What follows belongs to an exercise in optimizing a design on an open flow for small area and a short achievable clock period; a production flow would make more cautious choices. In this exercise RTL edits were held to simulation tests only and were not proved equivalent to the original. No activity file was given, so power comes from the tool's default toggle rates.

==> flow/design.v <==
`timescale 1ns/100ps
`default_nettype none
package rx_q_cfg_pkg;
    localparam int FLOW_CNT = 4;
    localparam int FLOW_ID_W = 2;
    localparam int RING_DEPTH = 8;
    localparam int RING_IDX_W = 3;
    localparam int ENTRY_W = 32;
endpackage
`default_nettype wire
`timescale 1ns/100ps
`default_nettype none
module flow_ring (
     input  logic                           clk
    ,input  logic                           reset
    ,input  logic                           push
    ,input  logic [rx_q_cfg_pkg::ENTRY_W-1:0]   push_data
    ,output logic                           full
    ,input  logic                           pop
    ,output logic [rx_q_cfg_pkg::ENTRY_W-1:0]   head_data
    ,output logic                           empty
);
    localparam int RING_DEPTH = rx_q_cfg_pkg::RING_DEPTH;
    localparam int RING_IDX_W = rx_q_cfg_pkg::RING_IDX_W;
    localparam int ENTRY_W    = rx_q_cfg_pkg::ENTRY_W;
    logic [ENTRY_W-1:0]     entries [RING_DEPTH];
    localparam int JC_W       = RING_DEPTH / 2;
    logic [RING_DEPTH-1:0]  head_oh;
    logic [JC_W-1:0]        tail_jc;
    logic [RING_DEPTH-1:0]  tail_oh;
    logic                   full_reg;
    logic                   empty_reg;
    logic [RING_DEPTH-1:0]  head_oh_nxt;
    logic [RING_DEPTH-1:0]  tail_oh_nxt;
    assign head_oh_nxt = {head_oh[RING_DEPTH-2:0], head_oh[RING_DEPTH-1]};
    assign tail_oh_nxt = {tail_oh[RING_DEPTH-2:0], tail_oh[RING_DEPTH-1]};
    for (genvar k = 0; k < JC_W; k++) begin : g_tail_dec
        if (k == 0) begin : g_first
            assign tail_oh[k]        = ~tail_jc[JC_W-1] & ~tail_jc[0];
            assign tail_oh[k + JC_W] =  tail_jc[JC_W-1] &  tail_jc[0];
        end
        else begin : g_rest
            assign tail_oh[k]        =  tail_jc[k-1] & ~tail_jc[k];
            assign tail_oh[k + JC_W] = ~tail_jc[k-1] &  tail_jc[k];
        end
    end
    assign full  = full_reg;
    assign empty = empty_reg;
    always_ff @(posedge clk) begin
        if (reset) begin
            head_oh   <= RING_DEPTH'(1);
            tail_jc   <= '0;
            full_reg  <= 1'b0;
            empty_reg <= 1'b1;
        end
        else begin
            if (push) begin
                tail_jc <= {tail_jc[JC_W-2:0], ~tail_jc[JC_W-1]};
            end
            if (pop) begin
                head_oh <= head_oh_nxt;
            end
            if (pop) begin
                full_reg <= 1'b0;
            end
            else if (push) begin
                full_reg <= |(tail_oh_nxt & head_oh);
            end
            if (push) begin
                empty_reg <= 1'b0;
            end
            else if (pop) begin
                empty_reg <= |(head_oh_nxt & tail_oh);
            end
        end
    end
    always_ff @(posedge clk) begin
        for (int e = 0; e < RING_DEPTH; e++) begin
            if (!full_reg && tail_oh[e]) begin
                entries[e] <= push_data;
            end
        end
    end
    always_comb begin
        head_data = '0;
        for (int e = 0; e < RING_DEPTH; e++) begin
            head_data = head_data
                      | (entries[e] & {ENTRY_W{!empty_reg && head_oh[e]}});
        end
    end
endmodule
`default_nettype wire
`timescale 1ns/100ps
`default_nettype none
module enqueue_steer (
     input  logic                                   enq_req_val
    ,input  logic [rx_q_cfg_pkg::FLOW_ID_W-1:0]         enq_req_flowid
    ,input  logic [rx_q_cfg_pkg::ENTRY_W-1:0]           enq_req_data
    ,output logic                                   enq_req_rdy
    ,input  logic [rx_q_cfg_pkg::FLOW_CNT-1:0]      full_vec
    ,output logic [rx_q_cfg_pkg::FLOW_CNT-1:0]      push_vec
    ,output logic [rx_q_cfg_pkg::ENTRY_W-1:0]           push_data
);
    localparam int FLOW_CNT   = rx_q_cfg_pkg::FLOW_CNT;
    localparam int FLOW_ID_W  = rx_q_cfg_pkg::FLOW_ID_W;
    assign push_data = enq_req_data;
    for (genvar i = 0; i < FLOW_CNT; i++) begin : g_ring
        assign push_vec[i] = enq_req_val && !full_vec[i]
                             && (enq_req_flowid == FLOW_ID_W'(i));
    end
    assign enq_req_rdy = ~full_vec[enq_req_flowid];
endmodule
`default_nettype wire
`timescale 1ns/100ps
`default_nettype none
module read_resp_stage (
     input  logic                                   clk
    ,input  logic                                   reset
    ,input  logic                                   rd_req_val
    ,input  logic [rx_q_cfg_pkg::FLOW_ID_W-1:0]         rd_req_flowid
    ,output logic                                   rd_req_rdy
    ,output logic                                   rd_resp_val
    ,output logic                                   rd_resp_is_empty
    ,output logic [rx_q_cfg_pkg::ENTRY_W-1:0]           rd_resp_entry
    ,input  logic                                   rd_resp_rdy
    ,input  logic [rx_q_cfg_pkg::FLOW_CNT-1:0]      empty_vec
    ,input  logic [rx_q_cfg_pkg::FLOW_CNT*rx_q_cfg_pkg::ENTRY_W-1:0] head_data_vec
    ,output logic [rx_q_cfg_pkg::FLOW_CNT-1:0]      pop_vec
);
    localparam int FLOW_CNT   = rx_q_cfg_pkg::FLOW_CNT;
    localparam int FLOW_ID_W  = rx_q_cfg_pkg::FLOW_ID_W;
    localparam int ENTRY_W    = rx_q_cfg_pkg::ENTRY_W;
    logic                   req_xfer;
    logic                   sel_empty;
    logic [ENTRY_W-1:0]     sel_data;
    logic                   resp_val_reg;
    logic                   resp_is_empty_reg;
    logic [ENTRY_W-1:0]     resp_entry_reg;
    for (genvar i = 0; i < FLOW_CNT; i++) begin : g_ring
        assign pop_vec[i] = req_xfer && (rd_req_flowid == FLOW_ID_W'(i))
                            && !empty_vec[i];
    end
    assign rd_req_rdy = ~resp_val_reg | rd_resp_rdy;
    assign req_xfer   = rd_req_val & rd_req_rdy;
    assign sel_empty = empty_vec[rd_req_flowid];
    always_comb begin
        sel_data = '0;
        for (int i = 0; i < FLOW_CNT; i++) begin
            sel_data = sel_data
                     | (head_data_vec[i*ENTRY_W +: ENTRY_W]
                        & {ENTRY_W{rd_req_flowid == FLOW_ID_W'(i)}});
        end
    end
    always_ff @(posedge clk) begin
        if (reset) begin
            resp_val_reg <= 1'b0;
        end
        else if (req_xfer) begin
            resp_val_reg <= 1'b1;
        end
        else if (rd_resp_rdy) begin
            resp_val_reg <= 1'b0;
        end
    end
    always_ff @(posedge clk) begin
        if (rd_req_rdy) begin
            resp_is_empty_reg <= sel_empty;
            resp_entry_reg    <= sel_data;
        end
    end
    assign rd_resp_val      = resp_val_reg;
    assign rd_resp_is_empty = resp_is_empty_reg;
    assign rd_resp_entry    = resp_entry_reg;
endmodule
`default_nettype wire
`timescale 1ns/100ps
`default_nettype none
module rx_payload_q (
     input  logic                           clk
    ,input  logic                           reset
    ,input  logic                           enq_req_val
    ,input  logic [rx_q_cfg_pkg::FLOW_ID_W-1:0] enq_req_flowid
    ,input  logic [rx_q_cfg_pkg::ENTRY_W-1:0]   enq_req_data
    ,output logic                           enq_req_rdy
    ,input  logic                           rd_req_val
    ,input  logic [rx_q_cfg_pkg::FLOW_ID_W-1:0] rd_req_flowid
    ,output logic                           rd_req_rdy
    ,output logic                           rd_resp_val
    ,output logic                           rd_resp_is_empty
    ,output logic [rx_q_cfg_pkg::ENTRY_W-1:0]   rd_resp_entry
    ,input  logic                           rd_resp_rdy
);
    localparam int FLOW_CNT   = rx_q_cfg_pkg::FLOW_CNT;
    localparam int ENTRY_W    = rx_q_cfg_pkg::ENTRY_W;
    logic [FLOW_CNT-1:0]            push_vec;
    logic [ENTRY_W-1:0]             push_data;
    logic [FLOW_CNT-1:0]            full_vec;
    logic [FLOW_CNT-1:0]            pop_vec;
    logic [FLOW_CNT-1:0]            empty_vec;
    logic [FLOW_CNT*ENTRY_W-1:0]    head_data_vec;
    enqueue_steer u_enqueue_steer (
         .enq_req_val       (enq_req_val        )
        ,.enq_req_flowid    (enq_req_flowid     )
        ,.enq_req_data      (enq_req_data       )
        ,.enq_req_rdy       (enq_req_rdy        )
        ,.full_vec          (full_vec           )
        ,.push_vec          (push_vec           )
        ,.push_data         (push_data          )
    );
    for (genvar i = 0; i < FLOW_CNT; i++) begin : g_flow
        flow_ring u_flow_ring (
             .clk           (clk                )
            ,.reset         (reset              )
            ,.push          (push_vec[i]        )
            ,.push_data     (push_data          )
            ,.full          (full_vec[i]        )
            ,.pop           (pop_vec[i]         )
            ,.head_data     (head_data_vec[i*ENTRY_W +: ENTRY_W])
            ,.empty         (empty_vec[i]       )
        );
    end
    read_resp_stage u_read_resp_stage (
         .clk               (clk                )
        ,.reset             (reset              )
        ,.rd_req_val        (rd_req_val         )
        ,.rd_req_flowid     (rd_req_flowid      )
        ,.rd_req_rdy        (rd_req_rdy         )
        ,.rd_resp_val       (rd_resp_val        )
        ,.rd_resp_is_empty  (rd_resp_is_empty   )
        ,.rd_resp_entry     (rd_resp_entry      )
        ,.rd_resp_rdy       (rd_resp_rdy        )
        ,.empty_vec         (empty_vec          )
        ,.head_data_vec     (head_data_vec      )
        ,.pop_vec           (pop_vec            )
    );
endmodule
`default_nettype wire
Settings: LEC_CHECK=0, CAP_MARGIN=20, CORE_MARGIN=2, CORE_UTILIZATION=60, CTS_BUF_LIST=sky130_fd_sc_hd__clkbuf_16, CTS_CLUSTER_DIAMETER=100, CTS_CLUSTER_SIZE=30, SETUP_SLACK_MARGIN=2.8, SLEW_MARGIN=20; clock period 5.0 ns.
standard.sh (not shown) runs the stock make flow with config.mk's settings and CLKGATE_MAP_FILE= SYNTH_SCRIPT=/design/flow/synth_recipe.tcl, a recipe that flattens the netlist after the stock synthesis.
==> flow/flow/run.sh <==
#!/bin/bash
# Standard layout, with port buffers of a plain buffer cell instead of the
# delay-buffer cell buffer_ports picks on its own. Make's output goes to
# flow_make.log in the work folder; ORFS's per-step logs stay under orfs/logs.
set -euo pipefail
export BUFFER_PORTS_ARGS="-buffer_cell sky130_fd_sc_hd__buf_2"
bash standard.sh finish > flow_make.log 2>&1
The starting point produced a clean layout.
Then changed:
--- a/flow/design.v
+++ b/flow/design.v
@@ -21,58 +21,42 @@
     ,output logic                           empty
 );
     localparam int RING_DEPTH = rx_q_cfg_pkg::RING_DEPTH;
     localparam int RING_IDX_W = rx_q_cfg_pkg::RING_IDX_W;
     localparam int ENTRY_W    = rx_q_cfg_pkg::ENTRY_W;
     logic [ENTRY_W-1:0]     entries [RING_DEPTH];
-    localparam int JC_W       = RING_DEPTH / 2;
     logic [RING_DEPTH-1:0]  head_oh;
-    logic [JC_W-1:0]        tail_jc;
     logic [RING_DEPTH-1:0]  tail_oh;
     logic                   full_reg;
     logic                   empty_reg;
     logic [RING_DEPTH-1:0]  head_oh_nxt;
     logic [RING_DEPTH-1:0]  tail_oh_nxt;
     assign head_oh_nxt = {head_oh[RING_DEPTH-2:0], head_oh[RING_DEPTH-1]};
     assign tail_oh_nxt = {tail_oh[RING_DEPTH-2:0], tail_oh[RING_DEPTH-1]};
-    for (genvar k = 0; k < JC_W; k++) begin : g_tail_dec
-        if (k == 0) begin : g_first
-            assign tail_oh[k]        = ~tail_jc[JC_W-1] & ~tail_jc[0];
-            assign tail_oh[k + JC_W] =  tail_jc[JC_W-1] &  tail_jc[0];
-        end
-        else begin : g_rest
-            assign tail_oh[k]        =  tail_jc[k-1] & ~tail_jc[k];
-            assign tail_oh[k + JC_W] = ~tail_jc[k-1] &  tail_jc[k];
-        end
-    end
     assign full  = full_reg;
     assign empty = empty_reg;
     always_ff @(posedge clk) begin
         if (reset) begin
             head_oh   <= RING_DEPTH'(1);
-            tail_jc   <= '0;
+            tail_oh   <= RING_DEPTH'(1);
             full_reg  <= 1'b0;
             empty_reg <= 1'b1;
         end
         else begin
             if (push) begin
-                tail_jc <= {tail_jc[JC_W-2:0], ~tail_jc[JC_W-1]};
+                tail_oh <= tail_oh_nxt;
             end
             if (pop) begin
                 head_oh <= head_oh_nxt;
             end
-            if (pop) begin
-                full_reg <= 1'b0;
-            end
-            else if (push) begin
-                full_reg <= |(tail_oh_nxt & head_oh);
-            end
-            if (push) begin
+            if (push && !pop) begin
                 empty_reg <= 1'b0;
-            end
-            else if (pop) begin
+                full_reg  <= |(tail_oh_nxt & head_oh);
+            end
+            else if (pop && !push) begin
+                full_reg  <= 1'b0;
                 empty_reg <= |(head_oh_nxt & tail_oh);
             end
         end
     end
     always_ff @(posedge clk) begin
         for (int e = 0; e < RING_DEPTH; e++) begin
What happened: The changed run passed the timing, design-rule and antenna checks; setup slack improves by 0.21 ns; global-route usage goes down by 8.4 points; clock power stays flat; count of clock-buffer cells in the layout does not change; power goes up by 1.8%; sequential share of layout area goes up by 0.43 points; die area goes up by 0.81%; sequential power is about the same; critical path depth goes up by 1.

==> what the ideal ports hide <==
In the flow no input, the clock included, has a driving cell. The finished layouts below were timed again as built, in two steps.
Step 1: set_driving_cell puts a clkbuf_16 on clk and a buf_2 on each other input, an assumption about the parent block.
Step 2 adds t to the input delays and takes it off the output delays; t is the mean of the earliest and latest rising clock arrival at the registers after step 1. Input paths then give back, and output paths get back, about the clock's delay inside the block.
Slacks: ideal ports / drivers / drivers and shift; pairs: ideal ports / drivers.
run | t, ns | slack for setup (ns) | cell pins on the clock port's net
the first run | 0.695 | 2.266 / 2.204 / 2.039 | 1
the second run | 0.680 | 2.480 / 2.442 / 2.223 | 1
After both steps setup and hold are still met in every run listed. The setup slack of the second run, which loses most, moves by -0.038 ns with the drivers and by -0.257 ns with both steps.
